Context: an optimization exercise on an open-source flow, tuned for small area, a short achievable clock period and few clock cycles. The choices shown serve that exercise and are no tape-out recipe.
At most, simulation tests tie the RTL to the original design; equivalence was not proved.
No functional check of the RTL was part of run 1.

**design/flow/design.v**
```verilog
module triangle_raster_ctrl #(
  parameter int unsigned COORD_W   = 12,
  parameter bit          INCLUSIVE = 1'b1
) (
  input  logic               clk,
  input  logic               rst,
  input  logic               start,
  input  logic [COORD_W-1:0] p1x,
  input  logic [COORD_W-1:0] p1y,
  input  logic [COORD_W-1:0] p2x,
  input  logic [COORD_W-1:0] p2y,
  input  logic [COORD_W-1:0] p3x,
  input  logic [COORD_W-1:0] p3y,
  output logic               busy,
  output logic               out_valid,
  input  logic               out_ready,
  output logic [COORD_W-1:0] out_x,
  output logic [COORD_W-1:0] out_y,
  output logic               done
);
  localparam int DW = 13;   
  localparam int EW = 26;   
  typedef logic [11:0]   coord_t;
  typedef logic [DW-1:0] diff_t;
  typedef logic [EW-1:0] edge_t;
  typedef enum logic [3:0] {
    StIdle,
    StSetup,
    StMul0,
    StMul,
    StFin,
    StSearch,
    StReady,
    StNext,
    StEnd
  } state_t;
  state_t       st_q;
  logic         done_q;
  logic         emit_q;    
  diff_t  [2:0] dx_q, dy_q;
  edge_t  [2:0] e_q, r_q;
  coord_t       x_q, y_q, xq_q, yq_q, ymax_q;
  logic   [3:0] cnt_q;
  logic   [1:0] tv_q;
  logic         flat_q;
  logic   [2:0] flt_q;
  logic         left_q;    
  function automatic edge_t sx(input diff_t d);
    sx = {{(EW-DW){d[DW-1]}}, d};
  endfunction
  function automatic edge_t padd(input edge_t a, input edge_t b, input logic ci,
                                 input logic split);
    edge_t g, p, gg, pp, gn, pn;
    g = a & b;
    p = a ^ b;
    gg = g;
    gg[0] = g[0] | (p[0] & ci);
    gg[DW-1] = gg[DW-1] | split;
    pp = p;
    for (int d = 1; d < EW; d = d * 2) begin
      gn = gg;
      pn = pp;
      for (int i = d; i < EW; i++) begin
        gn[i] = gg[i] | (pp[i] & gg[i-d]);
        pn[i] = pp[i] & pp[i-d];
      end
      gg = gn;
      pp = pn;
    end
    padd = p ^ {gg[EW-2:0], ci};
  endfunction
  logic [2:0] inc, dec;
  always_comb begin
    for (int k = 0; k < 3; k++) begin
      dec[k] = dy_q[k][DW-1];
      inc[k] = ~dec[k] & ~flt_q[k];
    end
  end
  function automatic logic [3:0] classify(input logic [2:0] neg, input logic [2:0] inc_i,
                                          input logic [2:0] dec_i, input logic [2:0] flt_i);
    logic ln, rn, zn;
    ln = |(neg & inc_i);
    rn = |(neg & dec_i);
    zn = |(neg & flt_i);
    classify = {~|neg, ln & ~rn & ~zn, rn & ~ln & ~zn, zn | (ln & rn)};
  endfunction
  edge_t [2:0] add_a, add_b, sum;
  logic  [2:0] cin;
  logic        split;
  logic [3:0]  cur_cls, nb_cls;
  logic        c_c, c_l, c_r, c_e, n_c, n_l, n_r;
  assign cur_cls = classify({r_q[2][EW-1], r_q[1][EW-1], r_q[0][EW-1]}, inc, dec, flt_q);
  assign {c_c, c_l, c_r, c_e} = cur_cls;
  logic bit0, bit1;
  assign bit0 = dx_q[0][cnt_q];
  assign bit1 = dx_q[1][cnt_q];
  always_comb begin
    split = 1'b0;
    for (int k = 0; k < 3; k++) begin
      add_a[k] = r_q[k];
      add_b[k] = ~sx(dx_q[k]);
      cin[k]   = 1'b1;
    end
    case (st_q)
      StSetup: begin
        split = 1'b1;
        for (int k = 0; k < 3; k++) add_b[k] = ~r_q[(k+1)%3];
      end
      StMul0: begin
        add_a[0] = '0;
        add_a[1] = '0;
        add_b[0] = dx_q[0][DW-1] ? ~sx(dy_q[1]) : '0;
        add_b[1] = dx_q[1][DW-1] ? sx(dy_q[0]) : '0;
        cin[0]   = dx_q[0][DW-1];
        cin[1]   = 1'b0;
      end
      StMul: begin
        add_a[0] = {r_q[0][EW-2:0], 1'b0};
        add_a[1] = {r_q[1][EW-2:0], 1'b0};
        add_b[0] = bit0 ? sx(dy_q[1]) : '0;
        add_b[1] = bit1 ? ~sx(dy_q[0]) : '1;
        cin[0]   = 1'b0;
      end
      StFin: begin
        add_b[1] = r_q[0];
        cin[1]   = 1'b0;
      end
      StSearch: begin
        for (int k = 0; k < 3; k++) begin
          add_b[k] = left_q ? ~sx(dy_q[k]) : sx(dy_q[k]);
          cin[k]   = left_q;
        end
      end
      default: ;
    endcase
  end
  always_comb begin
    for (int k = 0; k < 3; k++) sum[k] = padd(add_a[k], add_b[k], cin[k], split);
  end
  assign nb_cls = classify({sum[2][EW-1], sum[1][EW-1], sum[0][EW-1]}, inc, dec, flt_q);
  assign n_c    = nb_cls[3];
  assign n_l    = nb_cls[2];
  assign n_r    = nb_cls[1];
  edge_t [2:0] esum;
  logic        e_nc;
  always_comb begin
    for (int k = 0; k < 3; k++) esum[k] = padd(e_q[k], sx(dy_q[k]), 1'b0, 1'b0);
  end
  assign e_nc = ~(esum[0][EW-1] | esum[1][EW-1] | esum[2][EW-1]);
  logic   ax, bx, cx, ay, by, cy;
  logic   flat;
  coord_t vx0, vx1, vx2, vy0, vy1, vy2;
  coord_t xmin_s, xmax_s, ymin_s, ymax_s, xtop_s;
  logic [1:0] top_s;
  assign vx0 = r_q[0][EW-2 -: 12];
  assign vx1 = r_q[1][EW-2 -: 12];
  assign vx2 = r_q[2][EW-2 -: 12];
  assign vy0 = r_q[0][11:0];
  assign vy1 = r_q[1][11:0];
  assign vy2 = r_q[2][11:0];
  assign ax  = sum[0][EW-1];
  assign bx  = sum[1][EW-1];
  assign cx  = sum[2][EW-1];
  assign ay  = sum[0][DW-1];
  assign by  = sum[1][DW-1];
  assign cy  = sum[2][DW-1];
  assign flat = ~ay & ~by & ~cy;
  always_comb begin
    xmin_s = vx0;
    if (bx & ~ax) xmin_s = vx1;
    else if (cx & ~bx) xmin_s = vx2;
    xmax_s = vx0;
    if (ax & ~bx) xmax_s = vx1;
    else if (bx & ~cx) xmax_s = vx2;
    ymin_s = vy0;
    top_s  = 2'd0;
    xtop_s = vx0;
    if (by & ~ay) begin
      ymin_s = vy1;
      top_s  = 2'd1;
      xtop_s = vx1;
    end else if (cy & ~by) begin
      ymin_s = vy2;
      top_s  = 2'd2;
      xtop_s = vx2;
    end
    ymax_s = vy0;
    if (ay & ~by) ymax_s = vy1;
    else if (by & ~cy) ymax_s = vy2;
  end
  logic [3:0] nstart;
  always_comb begin
    nstart = 4'd0;
    for (int i = 0; i < DW - 1; i++) begin
      if ((dx_q[0][i] != dx_q[0][DW-1]) || (dx_q[1][i] != dx_q[1][DW-1])) nstart = i[3:0] + 4'd1;
    end
  end
  logic x_end, q_last, row_done, handoff, s_found, s_empty;
  assign x_end    = flat_q && (x_q == dx_q[0][11:0]);
  assign q_last   = (yq_q == ymax_q);
  assign row_done = !emit_q || (out_ready && !(e_nc && !x_end));
  assign handoff  = row_done && (st_q == StReady);
  assign s_found  = c_c ? !n_c : (c_l && n_c);
  assign s_empty  = c_e || !(n_c || (c_l ? n_l : n_r));
  always_ff @(posedge clk) begin
    if (rst) begin
      st_q   <= StIdle;
      done_q <= 1'b0;
      emit_q <= 1'b0;
    end else begin
      done_q <= 1'b0;
      case (st_q)
        StIdle:  if (start && !done_q) st_q <= StSetup;
        StSetup: st_q <= StMul0;
        StMul0:  st_q <= (nstart == 4'd0) ? StFin : StMul;
        StMul:   if (cnt_q == 4'd0) st_q <= StFin;
        StFin: begin
          if (sum[1][EW-1] && !flat_q) begin
            st_q   <= StIdle;
            done_q <= 1'b1;
          end else begin
            st_q <= StSearch;
          end
        end
        StSearch: begin
          if (s_found) st_q <= StReady;
          else if (s_empty) st_q <= q_last ? StEnd : StNext;
        end
        StReady: if (handoff) st_q <= q_last ? StEnd : StSearch;
        StNext:  st_q <= StSearch;
        StEnd: begin
          if (row_done) begin
            st_q   <= StIdle;
            done_q <= 1'b1;
          end
        end
        default: st_q <= StIdle;
      endcase
      if (row_done) emit_q <= handoff;
    end
  end
  always_ff @(posedge clk) begin
    left_q <= ~n_l;
    case (st_q)
      StIdle: begin
        r_q[0] <= {1'b0, p1x, 1'b0, p1y};
        r_q[1] <= {1'b0, p2x, 1'b0, p2y};
        r_q[2] <= {1'b0, p3x, 1'b0, p3y};
      end
      StSetup: begin
        for (int k = 0; k < 3; k++) begin
          dx_q[k] <= sum[k][EW-1:DW];
          dy_q[k] <= sum[k][DW-1:0];
        end
        if (flat) begin
          dx_q[0] <= {1'b0, xmax_s};
          dy_q[0] <= 13'd1;
        end
        xq_q   <= flat ? xmin_s : xtop_s;
        yq_q   <= ymin_s;
        ymax_q <= ymax_s;
        tv_q   <= top_s;
        flat_q <= flat;
      end
      StMul0: begin
        r_q[0] <= sum[0];
        r_q[1] <= sum[1];
        cnt_q  <= nstart - 4'd1;
        for (int k = 0; k < 3; k++) flt_q[k] <= (dy_q[k] == '0);
      end
      StMul: begin
        r_q[0] <= sum[0];
        r_q[1] <= sum[1];
        cnt_q  <= cnt_q - 4'd1;
      end
      StFin: begin
        r_q[0] <= (tv_q == 2'd2 && !flat_q) ? sum[1] : '0;
        r_q[1] <= (tv_q == 2'd0 && !flat_q) ? sum[1] : '0;
        r_q[2] <= (tv_q == 2'd1 && !flat_q) ? sum[1] : '0;
        left_q <= 1'b1;
      end
      StSearch: begin
        if (c_c ? n_c : 1'b1) begin
          r_q  <= sum;
          xq_q <= left_q ? xq_q - 12'd1 : xq_q + 12'd1;
        end
      end
      StNext: begin
        r_q  <= sum;
        yq_q <= yq_q + 12'd1;
      end
      StReady: begin
        if (handoff) begin
          r_q  <= sum;
          yq_q <= yq_q + 12'd1;
        end
      end
      default: ;
    endcase
    if (handoff) begin
      e_q <= r_q;
      x_q <= xq_q;
      y_q <= yq_q;
    end else if (emit_q && out_ready) begin
      e_q <= esum;
      x_q <= x_q + 12'd1;
    end
  end
  assign busy      = (st_q != StIdle) || done_q;
  assign out_valid = emit_q;
  assign done      = done_q;
  assign out_x     = x_q;
  assign out_y     = y_q;
endmodule
```
**design/flow/run.sh**
```bash
#!/bin/bash
# synth_recipe.tcl (not shown) runs the flow's synth.tcl, then flattens the netlist and writes it again
# the make line also repeats each setting of config.mk as NAME=value (left out here)
make -C /OpenROAD-flow-scripts/flow DESIGN_CONFIG=/design/flow/config.mk WORK_HOME=/design/flow/orfs CLKGATE_MAP_FILE= SYNTH_SCRIPT=/design/flow/synth_recipe.tcl finish
```
**design/flow/config.mk**
```make
export PLATFORM = sky130hd
export DESIGN_NAME = triangle_raster_ctrl
export DESIGN_NICKNAME = triangle_raster_ctrl
export VERILOG_FILES = /design/flow/design.v
export SDC_FILE = /design/flow/constraint.sdc
export NUM_CORES = 4
export LEC_CHECK = 0
export CAP_MARGIN = 20
export CORE_MARGIN = 2
export CORE_UTILIZATION = 40
export SETUP_SLACK_MARGIN = 5
export SLEW_MARGIN = 20
```
**design/flow/constraint.sdc**
```tcl
create_clock -name core_clock -period 10.0 [get_ports {clk}]
set_input_delay 2.0000 -clock core_clock [delete_from_list [all_inputs] [get_ports {clk}]]
set_output_delay 2.0000 -clock core_clock [all_outputs]
set_load 0.01 [all_outputs]
```
==> summary.txt, run 1 <==
Synth
  • Yosys warning count: 1
  • Synth top area cells: edfxtp_1 36%, ha_1 7.9%, nand2_1 5.0%, a21oi_1 4.4%, nor2_1 4.2%
  • Ys flop type: edfxtp_1
  • Post-Synth XOR/XNOR Area: 8.23%
  • Synth Area in Adders: 8.66%
  • Largest family of logic cells by synthesized area: compound AO/OA/AOI/OAI gates
  • Yosys reg bits: 311
  • EDFF count, synth: 304
  • Largest area contributor in the synthesized netlist: edfxtp_1
  • Post-Synth Simple-Gate Area: 17.9%
  • Post-Syn Nets: 3118
  • Cell with the most instances after synthesis: nand2_1
  • Mapped Cells: 2872
  • Fraction of registers with async set/reset: 0%
  • Avg Inst Size Synth: 8.86 um2
  • Post-synthesis mux area share: 2.33%
  • Mapped cell area: 25400 um2
  • Synth top area share: 35.9%
  • Synth Area in Compound Gates: 23.1%
  • Synth cell types: 91
  • Seq/Total Area, Yosys: 36.4%
  • Top post-synthesis cells by count: 340 x nand2_1, 304 x edfxtp_1, 285 x nor2_1, 224 x a21oi_1, 160 x ha_1

Setup path
  • CP Launch Type: flip-flop
  • Worst endpoint required time: 10.30 ns
  • Max FO, Critical Path: 10
  • Crit Path Category: reg2reg
  • Worst EP arrival: 5.64 ns
  • R2R setup slack: 4.67 ns
  • Critical Path End Type: flip-flop

Timing
  • Final setup TNS: 0 ns
  • Fmax: 187 MHz
  • Final worst-path cycle share: 53.3%
  • Pins Over Slew Limit: 0
  • Clk_skew: 0.0219 ns
  • Relative slew slack: 17.6%
  • Final setup fails: 0
  • Worst Tran Pin Value: 1.23 ns
  • Hold Fails Final Rpt: 0
  • Post-layout minimum cycle time: 5.34 ns
  • RSZ-0062 raised after global routing: yes

CTS
  • Clock buffer depth: 3
  • CTS buffer count: 39
  • Worst-path clk slew: 0.06 ns
  • Clk root buf: clkbuf_16
  • Clock latency (worst-skew pair): 0.58 ns
  • Clk sink count: 311
  • CTS tree: yes
  • H-tree lvl count: 2

Finish
  • Final Util: 49.6%
  • Layout cells sized above 1: 15.0%
  • Nets: 3294
  • Layout area overhead: 22.7%
  • Filler Cell Count: 5758

Floorplanning
  • Die Y: 256 um
  • Site row count: 92
  • Top-level I/O count: 103
  • Initial Util: 40.4%
  • Die width: 256 um
  • Core area: 63000 um2
  • Die area: 65600 um2

Route
  • Routed wire per std cell: 28.7 um
  • DR DRC count: 0
  • DRT iter0 DRCs: 3728
  • Post-Route WL: 113 mm
  • ANT nets after route: 0
  • Total number of vias: 25503
  • First-pass iteration count of the detailed router: 11
  • Via density: 6.50

Placement
  • Count of port buffers added during placement: 102
  • Routability cong.: 0.999
  • Post-DP HPWL: 77.7 mm

Global routing
  • Gr ovfl total: 0
  • First-pass GRT wire length: 161 mm
  • Antenna violations before repair: 2
  • Vias in the first global route: 23839
  • Largest net degree at the start of global routing: 144
  • GRT Util Overall: 33.0%

Worst hold path
  • Type of the most critical hold path: reg2reg

Run status
  • Outcome: complete, no violations

Flow run
  • Max-Cap Viols: 0
registers in the layout (all words and copies together), names as in the netlist, 12 cells and up:
name and flops:
e_q 78, x_q 12, r_q 78, dx_q 39, xq_q 12, y_q 12
yq_q 12, ymax_q 12, dy_q 39
timing repair:
action | 4_1_cts | 5_1_grt
setup buffers | 95 | 26
pin swaps | 35 | 57
resized for setup | 189 | 102
gates cloned | 14 | 7
endpoints found under the setup margin | 365 | 229
hold buffers | 0 | 0
layout by cell type, fill, tap and decap left out, types with 53 or more instances in the layout:
| master | instances |
|---|---|
| o21ai_1 | 67 |
| xnor2_1 | 113 |
| nand3_1 | 103 |
| buf_4 | 133 |
| edfxtp_1 | 304 |
| o21a_1 | 61 |
| ha_1 | 154 |
| xor2_1 | 114 |
| nor2_1 | 275 |
| o21ai_0 | 109 |
| nor3_1 | 64 |
| inv_1 | 53 |
| a21oi_1 | 200 |
| clkdlybuf4s50_1 | 102 |
| nand2_1 | 330 |
kinds of logic (layout without fill, tap and decap cells):
| kind of cell | count (synthesis) | after routing |
|---|---|---|
| AND/OR/NAND/NOR | 997 | 1001 |
| AO/OA/AOI/OAI | 880 | 882 |
| flip-flops | 311 | 311 |
| XOR/XNOR | 239 | 239 |
| buffers and inverters | 218 | 412 |
| adder cells (fa/ha/maj) | 170 | 170 |
| multiplexers | 57 | 57 |
| other | 0 | 4 |
worst paths after layout:
check | endpoint | startpoint | depth (start not counted)
min | y_q[11] | yq_q[11] | 0
max | dx_q[9] | cnt_q[0] | 24
min reg2reg | y_q[11] | yq_q[11] | 0
max reg2reg | dx_q[9] | cnt_q[0] | 24
layout make-up:
| cell class | count | area [um2] | area share [%] |
|---|---|---|---|
| tap | 846 | 1060 | 3.39 |
| multi-input combinational | 2349 | 16500 | 52.8 |
| timing repair buffer | 282 | 2860 | 9.16 |
| inverter | 62 | 283 | 0.906 |
| clock buffer | 47 | 1050 | 3.36 |
| timing repair inverter | 3 | 23.8 | 0.0762 |
| antenna | 4 | 10.0 | 0.0321 |
| sequential | 311 | 9290 | 29.8 |
| clock inverter | 18 | 153 | 0.489 |
stage by stage:
stage | setup slack, ns | cells | instance area (um2) | hold WS [ns]
after floorplan | 4.33 | 2872 | 25700 | 0.491
after global placement | 2.57 | 3711 | 27500 | 0.549
after detailed placement | 2.90 | 3711 | 27500 | 0.542
after CTS | 4.81 | 3885 | 30500 | 0.557
after global routing | 4.56 | 3918 | 31200 | 0.573
final | 4.67 | 3922 | 31200 | 0.552
worst max-delay path, stage by stage, from the launching register on:
cell	delay [ns]
edfxtp_1	0.41
buf_12	0.17
buf_4	0.17
buf_4	0.14
mux2i_1	0.13
nand2_1	0.14
nand3_2	0.17
o21ai_4	0.33
a21oi_2	0.10
o41a_1	0.41
ha_1	0.31
nand2b_1	0.11
a21oi_2	0.08
o41a_1	0.55
o2111ai_2	0.31
nand2_2	0.13
xnor2_4	0.17
buf_6	0.17
buf_4	0.13
nor3_4	0.20
buf_12	0.16
mux2i_1	0.18
nand2_1	0.07
o211ai_1	0.15
o21ai_0	0.13
layer usage:
metal | up-vias | wire (um) | track usage [%]
met4 | 2 | 9520 | 22.8
met5 | - | 8 | 0
met3 | 479 | 13700 | 8.85
li1 | 11121 | - | -
met2 | 1733 | 46500 | 48.3
met1 | 12168 | 42900 | 42.2
==> run 2: changes to the inputs <==
--- a/design/flow/design.v
+++ b/design/flow/design.v
@@ -24,16 +24,8 @@
   typedef logic [DW-1:0] diff_t;
   typedef logic [EW-1:0] edge_t;
-  typedef enum logic [3:0] {
-    StIdle,
-    StSetup,
-    StMul0,
-    StMul,
-    StFin,
-    StSearch,
-    StReady,
-    StNext,
-    StEnd
-  } state_t;
-  state_t       st_q;
+  localparam int SIdle = 0, SSetup = 1, SMul0 = 2, SMul = 3, SFin = 4, SSearch = 5, SReady = 6,
+                 SNext = 7, SEnd = 8;
+  logic   [8:0] st_q, st_d;
+  logic         bit0_q, bit1_q;   
   logic         done_q;
   logic         emit_q;    
@@ -92,7 +84,4 @@
   assign cur_cls = classify({r_q[2][EW-1], r_q[1][EW-1], r_q[0][EW-1]}, inc, dec, flt_q);
   assign {c_c, c_l, c_r, c_e} = cur_cls;
-  logic bit0, bit1;
-  assign bit0 = dx_q[0][cnt_q];
-  assign bit1 = dx_q[1][cnt_q];
   always_comb begin
     split = 1'b0;
@@ -102,10 +91,10 @@
       cin[k]   = 1'b1;
     end
-    case (st_q)
-      StSetup: begin
+    case (1'b1)
+      st_q[SSetup]: begin
         split = 1'b1;
         for (int k = 0; k < 3; k++) add_b[k] = ~r_q[(k+1)%3];
       end
-      StMul0: begin
+      st_q[SMul0]: begin
         add_a[0] = '0;
         add_a[1] = '0;
@@ -115,16 +104,16 @@
         cin[1]   = 1'b0;
       end
-      StMul: begin
+      st_q[SMul]: begin
         add_a[0] = {r_q[0][EW-2:0], 1'b0};
         add_a[1] = {r_q[1][EW-2:0], 1'b0};
-        add_b[0] = bit0 ? sx(dy_q[1]) : '0;
-        add_b[1] = bit1 ? ~sx(dy_q[0]) : '1;
+        add_b[0] = bit0_q ? sx(dy_q[1]) : '0;
+        add_b[1] = bit1_q ? ~sx(dy_q[0]) : '1;
         cin[0]   = 1'b0;
       end
-      StFin: begin
+      st_q[SFin]: begin
         add_b[1] = r_q[0];
         cin[1]   = 1'b0;
       end
-      StSearch: begin
+      st_q[SSearch]: begin
         for (int k = 0; k < 3; k++) begin
           add_b[k] = left_q ? ~sx(dy_q[k]) : sx(dy_q[k]);
@@ -200,41 +189,32 @@
   assign q_last   = (yq_q == ymax_q);
   assign row_done = !emit_q || (out_ready && !(e_nc && !x_end));
-  assign handoff  = row_done && (st_q == StReady);
+  assign handoff  = row_done && st_q[SReady];
   assign s_found  = c_c ? !n_c : (c_l && n_c);
   assign s_empty  = c_e || !(n_c || (c_l ? n_l : n_r));
+  logic neg, idle_go;
+  assign neg     = sum[1][EW-1] && !flat_q;
+  assign idle_go = start && !done_q;
+  always_comb begin
+    st_d = '0;
+    st_d[SIdle]   = (st_q[SIdle] && !idle_go) || (st_q[SFin] && neg) || (st_q[SEnd] && row_done);
+    st_d[SSetup]  = st_q[SIdle] && idle_go;
+    st_d[SMul0]   = st_q[SSetup];
+    st_d[SMul]    = (st_q[SMul0] && nstart != 4'd0) || (st_q[SMul] && cnt_q != 4'd0);
+    st_d[SFin]    = (st_q[SMul0] && nstart == 4'd0) || (st_q[SMul] && cnt_q == 4'd0);
+    st_d[SSearch] = (st_q[SFin] && !neg) || (st_q[SSearch] && !s_found && !s_empty) ||
+                    (st_q[SReady] && handoff && !q_last) || st_q[SNext];
+    st_d[SReady]  = (st_q[SSearch] && s_found) || (st_q[SReady] && !handoff);
+    st_d[SNext]   = st_q[SSearch] && !s_found && s_empty && !q_last;
+    st_d[SEnd]    = (st_q[SSearch] && !s_found && s_empty && q_last) ||
+                    (st_q[SReady] && handoff && q_last) || (st_q[SEnd] && !row_done);
+  end
   always_ff @(posedge clk) begin
     if (rst) begin
-      st_q   <= StIdle;
+      st_q   <= 9'd1 << SIdle;
       done_q <= 1'b0;
       emit_q <= 1'b0;
     end else begin
-      done_q <= 1'b0;
-      case (st_q)
-        StIdle:  if (start && !done_q) st_q <= StSetup;
-        StSetup: st_q <= StMul0;
-        StMul0:  st_q <= (nstart == 4'd0) ? StFin : StMul;
-        StMul:   if (cnt_q == 4'd0) st_q <= StFin;
-        StFin: begin
-          if (sum[1][EW-1] && !flat_q) begin
-            st_q   <= StIdle;
-            done_q <= 1'b1;
-          end else begin
-            st_q <= StSearch;
-          end
-        end
-        StSearch: begin
-          if (s_found) st_q <= StReady;
-          else if (s_empty) st_q <= q_last ? StEnd : StNext;
-        end
-        StReady: if (handoff) st_q <= q_last ? StEnd : StSearch;
-        StNext:  st_q <= StSearch;
-        StEnd: begin
-          if (row_done) begin
-            st_q   <= StIdle;
-            done_q <= 1'b1;
-          end
-        end
-        default: st_q <= StIdle;
-      endcase
+      st_q   <= st_d;
+      done_q <= (st_q[SFin] && neg) || (st_q[SEnd] && row_done);
       if (row_done) emit_q <= handoff;
     end
@@ -242,11 +222,11 @@
   always_ff @(posedge clk) begin
     left_q <= ~n_l;
-    case (st_q)
-      StIdle: begin
+    case (1'b1)
+      st_q[SIdle]: begin
         r_q[0] <= {1'b0, p1x, 1'b0, p1y};
         r_q[1] <= {1'b0, p2x, 1'b0, p2y};
         r_q[2] <= {1'b0, p3x, 1'b0, p3y};
       end
-      StSetup: begin
+      st_q[SSetup]: begin
         for (int k = 0; k < 3; k++) begin
           dx_q[k] <= sum[k][EW-1:DW];
@@ -263,16 +243,20 @@
         flat_q <= flat;
       end
-      StMul0: begin
+      st_q[SMul0]: begin
         r_q[0] <= sum[0];
         r_q[1] <= sum[1];
         cnt_q  <= nstart - 4'd1;
+        bit0_q <= dx_q[0][nstart - 4'd1];
+        bit1_q <= dx_q[1][nstart - 4'd1];
         for (int k = 0; k < 3; k++) flt_q[k] <= (dy_q[k] == '0);
       end
-      StMul: begin
+      st_q[SMul]: begin
         r_q[0] <= sum[0];
         r_q[1] <= sum[1];
         cnt_q  <= cnt_q - 4'd1;
+        bit0_q <= dx_q[0][cnt_q - 4'd1];
+        bit1_q <= dx_q[1][cnt_q - 4'd1];
       end
-      StFin: begin
+      st_q[SFin]: begin
         r_q[0] <= (tv_q == 2'd2 && !flat_q) ? sum[1] : '0;
         r_q[1] <= (tv_q == 2'd0 && !flat_q) ? sum[1] : '0;
@@ -280,5 +264,5 @@
         left_q <= 1'b1;
       end
-      StSearch: begin
+      st_q[SSearch]: begin
         if (c_c ? n_c : 1'b1) begin
           r_q  <= sum;
@@ -286,9 +270,9 @@
         end
       end
-      StNext: begin
+      st_q[SNext]: begin
         r_q  <= sum;
         yq_q <= yq_q + 12'd1;
       end
-      StReady: begin
+      st_q[SReady]: begin
         if (handoff) begin
           r_q  <= sum;
@@ -307,5 +291,5 @@
     end
   end
-  assign busy      = (st_q != StIdle) || done_q;
+  assign busy      = !st_q[SIdle] || done_q;
   assign out_valid = emit_q;
   assign done      = done_q;
==> run 2 against run 1 <==
Effect of this change: register-to-register slack improved by 0.37 ns; wire length increased by 5.0%; die area increased by 2.9%; sequential share of layout area increased by 0.41 points; still clean on timing, DRC and antenna; global-route usage increased by 0.93 points.
==> summary.txt, run 2 <==
Run status
  • Outcome: complete, no violations

Finish
  • Storage element area: 9390 um2
  • Commonest non-fill, non-tap cell in the layout: nand2_1
  • Regs by FF count: e_q: 78 flops, r_q: 78 flops
  • Most frequent cells in the layout: 311 x nand2_1, 300 x edfxtp_1, 285 x a21oi_1
  • Layout cells sized above 1: 10.9%
  • Multi-input gate area: 16600 um2
  • Layout area overhead: 18.9%
  • Nets: 3345
  • Filler Cell Count: 6131

Setup path
  • Max FO, Critical Path: 8
  • Reg-to-reg critical path startpoint: dy_q[4]
  • Worst path slowest cell: edfxtp_1
  • Top cell by count, worst path: nor2_1
  • R2R setup slack: 5.04 ns
  • CP cell instances: xor2_1, nor2_1, a211oi_2, o31a_1, ha_1, o21ai_0, nor2_1, o311ai_1, a21oi_1, o21ai_2, xnor2_4, nor4_4, nand3b_1, a31oi_4, buf_12, buf_4, mux2i_1
  • Reg2reg end: r_q[51]
  • WP buf/inv: 2
  • Worst reg2reg path depth: 17
  • CP Launch Type: flip-flop
  • Critical Path End Type: flip-flop
  • Critical path's top delay family: compound AO/OA/AOI/OAI gates
  • Crit Path Category: reg2reg
  • CP max stage delay: 0.75 ns
  • Worst endpoint required time: 10.51 ns
  • Worst EP arrival: 5.48 ns
  • Worst Setup SP: dy_q[4]

CTS
  • Clk root buf: clkbuf_16
  • Clk sink count: 318
  • Worst-path clk slew: 0.06 ns
  • H-tree lvl count: 2
  • CTS Hold Bufs: 0
  • Clock buffer depth: 3
  • CTS tree: yes
  • CTS buffer count: 41
  • Clock latency (worst-skew pair): 0.59 ns

Floorplanning
  • Die Y: 260 um
  • Die width: 260 um
  • Top-level I/O count: 103
  • Core area: 64600 um2
  • Site row count: 93
  • Initial Util: 40.6%
  • Die area: 67600 um2

Global routing
  • Antenna violations before repair: 3
  • GRT Util Overall: 33.9%
  • GR Util met2: 51.2%
  • Vias in the first global route: 24206
  • M3 GR Usage: 8.62%
  • Gr ovfl total: 0
  • First-pass GRT wire length: 167 mm
  • Largest net degree at the start of global routing: 101
  • Most used routing layer: met2
  • Met1 GRT Util: 44.9%

Synth
  • Fraction of registers with async set/reset: 0%
  • Cell with the most instances after synthesis: nand2_1
  • Yosys warning count: 1
  • Synth Area in Adders: 8.41%
  • Yosys reg bits: 318
  • Top post-synthesis cells by count: 321 x nand2_1, 300 x edfxtp_1, 293 x a21oi_1, 258 x o21ai_0, 248 x nor2_1
  • Post-Synth Simple-Gate Area: 16.0%
  • Seq/Total Area, Yosys: 35.8%
  • Largest area contributor in the synthesized netlist: edfxtp_1
  • Largest family of logic cells by synthesized area: compound AO/OA/AOI/OAI gates
  • Post-synthesis mux area share: 2.40%
  • Mapped cell area: 26200 um2
  • Ys flop type: edfxtp_1
  • EDFF count, synth: 300
  • Synth cell types: 88
  • Synth top area cells: edfxtp_1 34%, ha_1 7.6%, a21oi_1 5.6%, o21ai_0 4.9%, nand2_1 4.6%
  • Avg Inst Size Synth: 8.74 um2
  • Post-Synth XOR/XNOR Area: 8.19%
  • Mapped Cells: 2998
  • Synth Area in Compound Gates: 25.3%
  • Synth top area share: 34.4%
  • Post-Syn Nets: 3244

Timing
  • Relative slew slack: 17.0%
  • Worst setup margin: 5.04 ns
  • Post-layout minimum cycle time: 4.96 ns
  • Pins Over Slew Limit: 0
  • Final setup TNS: 0 ns
  • Clk_skew: 0.0190 ns
  • Final worst-path cycle share: 49.6%
  • Smallest hold slack: 0.582 ns
  • Hold Fails Final Rpt: 0
  • Final setup fails: 0
  • RSZ-0062 raised after global routing: yes
  • Worst Tran Pin Value: 1.24 ns
  • Fmax: 201 MHz

Route
  • Via density: 6.47
  • ANT nets after route: 0
  • DRT iter0 DRCs: 3363
  • Total number of vias: 25822
  • Post-Route WL: 118 mm
  • First-pass iteration count of the detailed router: 7
  • Routed wire per std cell: 29.7 um
  • DR DRC count: 0

Worst hold path
  • Worst hold start: done_q
  • Hold Path End: st_q[0]
  • Hold path cells: 3
  • Type of the most critical hold path: reg2reg

Placement
  • Routability cong.: 1.02
  • Count of port buffers added during placement: 102
  • Setup WS pre-CTS: 3.00 ns
  • Post-DP HPWL: 83.0 mm

Flow run
  • Max-Cap Viols: 0
[run 2: cell count changes after synthesis, sizes merged, moves of 37 or more]
| cell | delta |
|---|---|
| o21ai | +77 |
| a21oi | +69 |
| nor2b | +65 |
| nand3 | -63 |
| a22oi | +43 |
| nor2 | -37 |
[run 2: per-stage QoR]
stage,utilization (%),instances,area (um2)
floorplan,-,2998,26300
finish,48.2,3990,31100
CTS,47.0,3943,30400
global placement,43.4,3816,28000
global route,48.2,3987,31100
detailed placement,43.4,3816,28000
[run 2: how the worst max path moves through the flow]
stage / endpoint / cells past startpoint
5_1_grt: r_q[18] / 20
3_3_place_gp: xq_q[6] / 19
2_1_floorplan: yq_q[7] / 24
6_report: r_q[51] / 17
4_1_cts: r_q[76] / 20
3_5_place_dp: xq_q[6] / 19
[run 2: area by class of cell]
class                      instances  share of cell area (%)
timing repair buffer             225                    7.48
antenna                            3                  0.0241
tap                              855                    3.44
timing repair inverter             1                  0.0241
clock buffer                      49                    3.46
inverter                          88                    1.11
clock inverter                    27                   0.988
sequential                       318                    30.2
multi-input combinational       2424                    53.3
[run 2: worst register-to-register path, stage by stage (launching register included)]
cell,delay (ns)
edfxtp_1,0.75
xor2_1,0.21
nor2_1,0.07
a211oi_2,0.55
o31a_1,0.27
ha_1,0.36
o21ai_0,0.18
nor2_1,0.25
o311ai_1,0.17
a21oi_1,0.24
o21ai_2,0.16
xnor2_4,0.41
nor4_4,0.10
nand3b_1,0.34
a31oi_4,0.29
buf_12,0.20
buf_4,0.17
mux2i_1,0.18
[run 2: layer usage]
| metal | up-vias | wire length (um) | share of wire, % |
|---|---|---|---|
| met5 | - | 0 | 0 |
| met4 | 0 | 7300 | 6.2 |
| met3 | 358 | 13700 | 12 |
| met2 | 1556 | 50600 | 43 |
| met1 | 12541 | 46700 | 39 |
| li1 | 11367 | - | - |
[run 2: cells by family after synthesis]
family,Yosys count
AO/OA/AOI/OAI,1038
AND/OR/NAND/NOR,906
flip-flops,318
buffers and inverters,266
XOR/XNOR,245
adder cells (fa/ha/maj),170
multiplexers,55
[run 2: repair_timing]
item	in CTS	in global routing
setup buffers	41	38
resized for setup	102	79
gates cloned	10	6
setup endpoints to repair	226	268
pin swaps	23	30
hold endpoints to repair	0	0
Testbench counts of run 2, summed over its fixed seeds: cycles 24,864.
==> run 3: changes to the inputs <==
--- a/design/flow/design.v
+++ b/design/flow/design.v
@@ -84,43 +84,30 @@
   assign cur_cls = classify({r_q[2][EW-1], r_q[1][EW-1], r_q[0][EW-1]}, inc, dec, flt_q);
   assign {c_c, c_l, c_r, c_e} = cur_cls;
-  always_comb begin
-    split = 1'b0;
+  logic f_dx_q, f_set, f_m0, f_m, f_fin, f_s, f_ar;
+  assign f_set = st_q[SSetup];
+  assign f_m0  = st_q[SMul0];
+  assign f_m   = st_q[SMul];
+  assign f_fin = st_q[SFin];
+  assign f_s   = st_q[SSearch];
+  assign f_ar  = ~(f_m0 | f_m);
+  function automatic edge_t rep(input logic b);
+    rep = {EW{b}};
+  endfunction
+  assign split = f_set;
+  always_comb begin
     for (int k = 0; k < 3; k++) begin
-      add_a[k] = r_q[k];
-      add_b[k] = ~sx(dx_q[k]);
-      cin[k]   = 1'b1;
-    end
-    case (1'b1)
-      st_q[SSetup]: begin
-        split = 1'b1;
-        for (int k = 0; k < 3; k++) add_b[k] = ~r_q[(k+1)%3];
-      end
-      st_q[SMul0]: begin
-        add_a[0] = '0;
-        add_a[1] = '0;
-        add_b[0] = dx_q[0][DW-1] ? ~sx(dy_q[1]) : '0;
-        add_b[1] = dx_q[1][DW-1] ? sx(dy_q[0]) : '0;
-        cin[0]   = dx_q[0][DW-1];
-        cin[1]   = 1'b0;
-      end
-      st_q[SMul]: begin
-        add_a[0] = {r_q[0][EW-2:0], 1'b0};
-        add_a[1] = {r_q[1][EW-2:0], 1'b0};
-        add_b[0] = bit0_q ? sx(dy_q[1]) : '0;
-        add_b[1] = bit1_q ? ~sx(dy_q[0]) : '1;
-        cin[0]   = 1'b0;
-      end
-      st_q[SFin]: begin
-        add_b[1] = r_q[0];
-        cin[1]   = 1'b0;
-      end
-      st_q[SSearch]: begin
-        for (int k = 0; k < 3; k++) begin
-          add_b[k] = left_q ? ~sx(dy_q[k]) : sx(dy_q[k]);
-          cin[k]   = left_q;
-        end
-      end
-      default: ;
-    endcase
+      add_a[k] = rep(f_ar) & r_q[k];
+      add_b[k] = (rep(f_dx_q) & ~sx(dx_q[k])) | (rep(f_set) & ~r_q[(k+1)%3]) |
+                 (rep(f_s) & (sx(dy_q[k]) ^ rep(left_q)));
+      cin[k]   = f_dx_q | f_set | (f_s & left_q);
+    end
+    add_a[0] = add_a[0] | (rep(f_m) & {r_q[0][EW-2:0], 1'b0});
+    add_a[1] = add_a[1] | (rep(f_m) & {r_q[1][EW-2:0], 1'b0});
+    add_b[0] = add_b[0] | (rep(f_m0 & dx_q[0][DW-1]) & ~sx(dy_q[1])) |
+               (rep(f_m & bit0_q) & sx(dy_q[1]));
+    add_b[1] = add_b[1] | (rep(f_m0 & dx_q[1][DW-1]) & sx(dy_q[0])) |
+               (rep(f_m) & (bit1_q ? ~sx(dy_q[0]) : '1)) | (rep(f_fin) & r_q[0]);
+    cin[0]   = cin[0] | (f_m0 & dx_q[0][DW-1]);
+    cin[1]   = cin[1] | f_m;
   end
   always_comb begin
@@ -212,8 +199,10 @@
     if (rst) begin
       st_q   <= 9'd1 << SIdle;
+      f_dx_q <= 1'b0;
       done_q <= 1'b0;
       emit_q <= 1'b0;
     end else begin
       st_q   <= st_d;
+      f_dx_q <= st_d[SReady] | st_d[SNext];
       done_q <= (st_q[SFin] && neg) || (st_q[SEnd] && row_done);
       if (row_done) emit_q <= handoff;
==> design/flow/flow/run.sh (new file) <==
#!/bin/bash
# The standard layout, with timing repair aimed at a 4.5 ns period (the clock stays 10 ns)
set -euo pipefail
bash standard.sh SETUP_SLACK_MARGIN=5.5 finish > standard_flow.log 2>&1
==> design/flow/standard.sh (new file) <==
#!/bin/bash
# synth_recipe.tcl (not shown) runs the flow's synth.tcl, then flattens the netlist and writes it again
# the make line also repeats each setting of config.mk as NAME=value (left out here)
make -C /OpenROAD-flow-scripts/flow DESIGN_CONFIG=/design/flow/config.mk WORK_HOME=/design/flow/orfs CLKGATE_MAP_FILE= SYNTH_SCRIPT=/design/flow/synth_recipe.tcl "${@:-finish}"
--- a/design/flow/config.mk
+++ b/design/flow/config.mk
@@ -8,5 +8,4 @@
 export CAP_MARGIN = 20
 export CORE_MARGIN = 2
-export CORE_UTILIZATION = 40
-export SETUP_SLACK_MARGIN = 5
+export CORE_UTILIZATION = 60
 export SLEW_MARGIN = 20
removed: design/flow/run.sh
==> run 3 against run 2 <==
Effect of this change: count of clock-buffer cells in the layout up 2; synthesized cell count is 6.2% lower; worst hold slack got worse by 0.058 ns; wire length fell by 11%; critical endpoint is now r_q[11]; die area decreased by 35%; sequential cell count is 1 higher; synthesized area fell by 2.7%; final cell count down 11%; global-route usage up 12 points.
==> summary.txt, run 3 <==
Run status
  • Outcome: complete, no violations

Placement
  • Count of port buffers added during placement: 102
  • Area of placed instances: 26900 um2
  • Routability cong.: 1.03
  • Post-DP HPWL: 71.4 mm
  • Setup WS pre-CTS: 3.32 ns
  • DP Cell Count: 3329

Synth
  • Top post-synthesis cells by count: 324 x nand2_1, 300 x edfxtp_1, 237 x o21ai_0, 193 x nor2_1, 177 x a21oi_1
  • Mapped cell area: 25500 um2
  • Largest area contributor in the synthesized netlist: edfxtp_1
  • Yosys reg bits: 319
  • Yosys warning count: 1
  • Post-Syn Nets: 3058
  • Mapped Cells: 2812
  • Synth top area share: 35.3%
  • Avg Inst Size Synth: 9.07 um2
  • EDFF count, synth: 300
  • Fraction of registers with async set/reset: 0%
  • Synth top area cells: edfxtp_1 35%, ha_1 7.9%, nand2_1 4.8%, o21ai_0 4.7%, xor2_1 4.5%
  • Ys flop type: edfxtp_1
  • Cell with the most instances after synthesis: nand2_1
  • Seq/Total Area, Yosys: 36.8%
  • Synth cell types: 90

Route
  • Routed wire per std cell: 29.6 um
  • First-pass iteration count of the detailed router: 10
  • Post-Route WL: 105 mm
  • DRT iter0 DRCs: 3964
  • Total number of vias: 25732
  • DR DRC count: 0
  • Via density: 7.26
  • ANT nets after route: 0

Setup path
  • Worst EP arrival: 5.13 ns
  • Reg2reg end: r_q[11]
  • Reg-to-reg critical path startpoint: r_q[4]
  • Top cell by count, worst path: a21o_1
  • Worst endpoint required time: 10.27 ns
  • CP Launch Type: flip-flop
  • CP max stage delay: 0.66 ns
  • Worst Setup SP: r_q[4]
  • R2R setup slack: 5.13 ns
  • Worst reg2reg path depth: 15
  • Crit Path Category: reg2reg
  • Critical Path End Type: flip-flop
  • Worst path slowest cell: edfxtp_1
  • CP cell instances: a22oi_1, o2111ai_1, ha_1, a21o_1, a221o_1, a21o_1, o221ai_4, o21ai_4, a31o_4, xnor2_4, inv_4, or3_4, a221oi_4, buf_6, or2_4
  • Max FO, Critical Path: 7

Flow run
  • Max-Cap Viols: 0

CTS
  • Clock latency (worst-skew pair): 0.59 ns
  • CTS buffer count: 39
  • H-tree lvl count: 2
  • Worst-path clk slew: 0.06 ns
  • CTS Hold Bufs: 0
  • Clk sink count: 319
  • CTS tree: yes
  • Clk root buf: clkbuf_16
  • Clock buffer depth: 3

Floorplanning
  • Site row count: 75
  • Core area: 41900 um2
  • Die Y: 210 um
  • Initial Util: 60.8%
  • Top-level I/O count: 103
  • Die width: 210 um
  • Die area: 44200 um2

Worst hold path
  • Hold Path End: y_q[11]
  • Hold path cells: 0
  • Worst hold start: yq_q[11]
  • Type of the most critical hold path: reg2reg

Timing
  • Fmax: 205 MHz
  • Pins Over Slew Limit: 0
  • Hold Fails Final Rpt: 0
  • Relative slew slack: 25.3%
  • Final setup TNS: 0 ns
  • Post-layout minimum cycle time: 4.87 ns
  • Final setup fails: 0
  • Clk_skew: 0.0234 ns
  • RSZ-0062 raised after global routing: yes
  • Final worst-path cycle share: 48.7%
  • Worst Tran Pin Value: 1.12 ns
  • Worst setup margin: 5.13 ns

Global routing
  • Largest net degree at the start of global routing: 100
  • GRT Util Overall: 45.6%
  • First-pass GRT wire length: 149 mm
  • Gr ovfl total: 0
  • Antenna violations before repair: 1
  • Vias in the first global route: 23767

Finish
  • Nets: 3218
  • Most frequent cells in the layout: 318 x nand2_1, 300 x edfxtp_1, 230 x o21ai_0
  • Layout cells sized above 1: 13.9%
  • Final Non-Filler Cells: 3543
  • Regs by FF count: e_q: 78 flops, r_q: 78 flops
  • Commonest non-fill, non-tap cell in the layout: nand2_1
  • Finished Cell Area: 30700 um2
  • Layout area overhead: 20.4%
[run 3: layout make-up]
type	count	area, um2
multi-input combinational	2245	16200
fill	3055	11200
sequential	319	9410
timing repair buffer	256	2660
clock buffer	51	1100
tap	539	674
inverter	109	459
clock inverter	20	168
timing repair inverter	2	13.8
antenna	2	5.00
[run 3: how the worst max path moves through the flow]
stage / endpoint / slack [ns] / depth (start not counted)
after global routing: r_q[38] / 5.12 / 21
after floorplan: r_q[0] / 4.88 / 18
after CTS: r_q[49] / 5.32 / 17
after detailed placement: r_q[31] / 3.32 / 14
final: r_q[11] / 5.13 / 15
after global placement: r_q[31] / 3.50 / 14
[run 3: cells by family (layout without fill, tap and decap cells)]
kind of cell,after synthesis,in the layout,share of synthesized area (%)
AND/OR/NAND/NOR,821,835,14.8
flip-flops,319,319,36.8
other,0,2,0
buffers and inverters,262,438,3.95
adder cells (fa/ha/maj),170,170,8.64
AO/OA/AOI/OAI,968,968,25.9
XOR/XNOR,243,243,8.45
multiplexers,29,29,1.42
[run 3: per-stage QoR]
stage,util (%),hold slack [ns]
detailed placement,64.2,0.507
global placement,64.2,0.515
CTS,70.5,0.522
floorplan,-,0.424
finish,73.2,0.524
global route,73.2,0.534
[run 3: worst max-delay path: cells and delay by family (launching register included)]
family                   cells  cell delay [ns]
AO/OA/AOI/OAI                9             2.32
flip-flops                   1             0.66
AND/OR/NAND/NOR              2             0.64
adder cells (fa/ha/maj)      1             0.43
buffers and inverters        2             0.30
XOR/XNOR                     1             0.21
[run 3: timing repair]
action | 4_1_cts | 5_1_grt
pin swaps | 34 | 59
gates cloned | 18 | 7
setup buffers | 63 | 53
resized for setup | 145 | 110
endpoints found under the setup margin | 296 | 242
[run 3: per-layer routing]
metal  vias up  GRT usage [%]  routed length, um
met2      2218           65.6              42600
met3       531           13.6              17700
met4         2           25.4               7250
met5         -          0.445                 23
met1     12046           61.4              37200
li1      10935              -                  -
Testbench counts of run 3, summed over its fixed seeds: cycles 24,864.
==> run 4: changes to the inputs <==
==> design/flow/run.sh (new file) <==
#!/bin/bash
# synth_recipe.tcl (not shown) runs the flow's synth.tcl, then flattens the netlist and writes it again
# the make line also repeats each setting of config.mk as NAME=value (left out here)
make -C /OpenROAD-flow-scripts/flow DESIGN_CONFIG=/design/flow/config.mk WORK_HOME=/design/flow/orfs CLKGATE_MAP_FILE= SYNTH_SCRIPT=/design/flow/synth_recipe.tcl finish
--- a/design/flow/config.mk
+++ b/design/flow/config.mk
@@ -9,3 +9,4 @@
 export CORE_MARGIN = 2
 export CORE_UTILIZATION = 60
+export SETUP_SLACK_MARGIN = 5
 export SLEW_MARGIN = 20
removed: design/flow/flow/run.sh
removed: design/flow/standard.sh
==> run 4 against run 3 <==
Effect of this change: worst setup slack worse by 0.13 ns; clock skew increased by 0.0049 ns; final cell count shrank 2.1%; global-route usage fell by 0.95 points; register-to-register slack got worse by 0.13 ns; worst hold slack better by 0.037 ns; non-clock buffer count is 66 lower; final area down 4.8%; maximum frequency decreased by 2.7%.
==> summary.txt, run 4 <==
Run status
  • Outcome: complete, no violations

Route
  • ANT nets after route: 0
  • First-pass iteration count of the detailed router: 10
  • DRT iter0 DRCs: 4280
  • Routed wire per std cell: 29.3 um
  • Total number of vias: 25126
  • Post-Route WL: 102 mm
  • Via density: 7.24
  • DR DRC count: 0

Worst hold path
  • Hold Path End: y_q[11]
  • Hold path cells: 0
  • Type of the most critical hold path: reg2reg
  • Worst hold start: yq_q[11]

Floorplanning
  • Core area: 41900 um2
  • Initial Util: 60.8%
  • Die Y: 210 um
  • Die width: 210 um
  • Die area: 44200 um2
  • Site row count: 75
  • Top-level I/O count: 103

Synth
  • Mapped cell area: 25500 um2
  • Yosys reg bits: 319
  • EDFF count, synth: 300
  • Cell with the most instances after synthesis: nand2_1
  • Seq/Total Area, Yosys: 36.8%
  • Top post-synthesis cells by count: 324 x nand2_1, 300 x edfxtp_1, 237 x o21ai_0, 193 x nor2_1, 177 x a21oi_1
  • Synth cell types: 90
  • Fraction of registers with async set/reset: 0%
  • Synth top area cells: edfxtp_1 35%, ha_1 7.9%, nand2_1 4.8%, o21ai_0 4.7%, xor2_1 4.5%
  • Post-Syn Nets: 3058
  • Synth top area share: 35.3%
  • Largest area contributor in the synthesized netlist: edfxtp_1
  • Avg Inst Size Synth: 9.07 um2
  • Yosys warning count: 1
  • Mapped Cells: 2812
  • Ys flop type: edfxtp_1

Timing
  • Final worst-path cycle share: 50.0%
  • Fmax: 200 MHz
  • Relative slew slack: 25.6%
  • RSZ-0062 raised after global routing: yes
  • Post-layout minimum cycle time: 5.00 ns
  • Pins Over Slew Limit: 0
  • Clk_skew: 0.0283 ns
  • Final setup fails: 0
  • Final setup TNS: 0 ns
  • Hold Fails Final Rpt: 0
  • Worst Tran Pin Value: 1.11 ns

Finish
  • Layout cells sized above 1: 8.88%
  • Most frequent cells in the layout: 321 x nand2_1, 300 x edfxtp_1, 234 x o21ai_0
  • Commonest non-fill, non-tap cell in the layout: nand2_1
  • Finished Cell Area: 29200 um2
  • Nets: 3146
  • Final Util: 69.7%
  • Regs by FF count: e_q: 78 flops, r_q: 78 flops
  • Layout area overhead: 14.6%

CTS
  • Clock buffer depth: 3
  • CTS Hold Bufs: 0
  • CTS buffer count: 39
  • Worst-path clk slew: 0.06 ns
  • Clk sink count: 319
  • Clk root buf: clkbuf_16
  • CTS tree: yes
  • Clock latency (worst-skew pair): 0.59 ns
  • H-tree lvl count: 2

Placement
  • Post-DP HPWL: 71.3 mm
  • Area of placed instances: 26900 um2
  • Routability cong.: 1.01
  • Count of port buffers added during placement: 102

Setup path
  • Reg-to-reg critical path startpoint: dx_q[25]
  • Critical Path End Type: flip-flop
  • R2R setup slack: 5.00 ns
  • Reg2reg end: r_q[42]
  • Worst endpoint required time: 10.27 ns
  • Crit Path Category: reg2reg
  • Max FO, Critical Path: 6
  • Worst EP arrival: 5.27 ns
  • CP Launch Type: flip-flop
  • Worst reg2reg path depth: 17

Global routing
  • Vias in the first global route: 23143
  • Antenna violations before repair: 3
  • Gr ovfl total: 0
  • GRT Util Overall: 44.6%
  • Largest net degree at the start of global routing: 103
  • First-pass GRT wire length: 146 mm

Flow run
  • Max-Cap Viols: 0
run 4: cell count changes in the layout (fill, tap and decap cells not counted), moves of 7 or more:
| cell | before | now |
|---|---|---|
| buf_4 | 111 | 65 |
| a21oi_1 | 154 | 165 |
| ha_1 | 148 | 158 |
| ha_4 | 10 | 1 |
| buf_12 | 12 | 4 |
| nor2_4 | 9 | 2 |
run 4: layout make-up:
| class | instances | area (um2) |
|---|---|---|
| Tap cell | 539 | 674 |
| Clock buffer | 48 | 1020 |
| Fill cell | 3244 | 12700 |
| Inverter | 109 | 429 |
| Multi-Input combinational cell | 2241 | 15500 |
| Antenna cell | 2 | 5.00 |
| Clock inverter | 22 | 249 |
| Sequential cell | 319 | 9410 |
| Timing Repair Buffer | 190 | 1910 |
run 4: logic make-up after synthesis:
logic type               Yosys count  synth area share (%)
flip-flops                       319                  36.8
multiplexers                      29                  1.42
XOR/XNOR                         243                  8.45
buffers and inverters            262                  3.95
AND/OR/NAND/NOR                  821                  14.8
AO/OA/AOI/OAI                    968                  25.9
adder cells (fa/ha/maj)          170                  8.64
run 4: worst max-delay path: stages, from the launching register on:
cell and delay (ns):
edfxtp_1 0.44, and2_4 0.21, a221o_1 0.46, or2_4 0.33
a221o_1 0.31, ha_4 0.22, a211o_1 0.25, a21o_1 0.16
a21o_1 0.18, a21oi_2 0.19, o21ai_4 0.11, a31o_4 0.25
xnor2_4 0.29, inv_4 0.09, or3_4 0.36, a221oi_4 0.35
buf_6 0.21, or2_4 0.25
run 4: timing repair:
item / CTS / global route
pin swaps: 11 / 17
hold endpoints to repair: 0 / 0
gates cloned: 11 / 2
setup buffers: 21 / 36
setup endpoints to repair: 192 / 145
gates resized for setup: 70 / 32
run 4: worst max-delay path by stage:
| stage | start | end | slack, ns | cells past startpoint |
|---|---|---|---|---|
| final | dx_q[25] | r_q[42] | 5.00 | 17 |
| after global routing | dx_q[25] | xq_q[5] | 4.97 | 21 |
| after CTS | st_q[2] | r_q[42] | 4.99 | 17 |
| after global placement | dx_q[12] | r_q[33] | 3.51 | 14 |
| after detailed placement | dx_q[12] | r_q[33] | 3.35 | 14 |
| after floorplan | dy_q[12] | r_q[0] | 4.88 | 18 |
run 4: metal layers:
metal / global-route usage, % / up-vias / wire [um]
met5: 0 / - / 26
met1: 60.2 / 11840 / 36800
li1: - / 10790 / -
met2: 64.2 / 2039 / 41700
met4: 24.5 / 4 / 6600
met3: 13.7 / 453 / 16500
run 4: stage by stage:
| stage | hold slack [ns] | std cells | worst slack (ns) |
|---|---|---|---|
| 2_1_floorplan | 0.424 | 2812 | 4.88 |
| 3_3_place_gp | 0.528 | 3327 | 3.51 |
| 3_5_place_dp | 0.529 | 3327 | 3.35 |
| 4_1_cts | 0.545 | 3429 | 4.99 |
| 5_1_grt | 0.569 | 3468 | 4.97 |
| 6_report | 0.561 | 3470 | 5.00 |

-- what the ideal ports hide --
The flow's constraints put no driver on any port. The routed layouts listed below were extracted and timed again, unchanged, in two steps. Step 1, drivers: a clkbuf_16 drives clk and a buf_2 each remaining input, both assumed. Step 2 moves the port delays by t, midway between the first and last clock arrival at a register: inputs arrive t later, outputs are due t later. That takes back most of the time a late clock gives input paths. a / b / c = ideal / step 1 / step 2; a / b = the first two.
run | t, ns | setup slack, ns | slew at the worst register clock pin (ns) | worst data-port slew with drivers (ns) | cell pins on the clock port's net
run 1 | 0.634 | 4.665 / 4.665 / 4.665 | 0.07 / 0.07 | 0.05 | 1
run 2 | 0.647 | 5.035 / 5.035 / 5.035 | 0.06 / 0.06 | 0.05 | 1
run 3 | 0.639 | 5.130 / 5.130 / 5.130 | 0.07 / 0.07 | 0.07 | 1
run 4 | 0.631 | 4.996 / 4.996 / 4.996 | 0.07 / 0.07 | 0.07 | 1
After both steps every run listed still meets setup and hold.
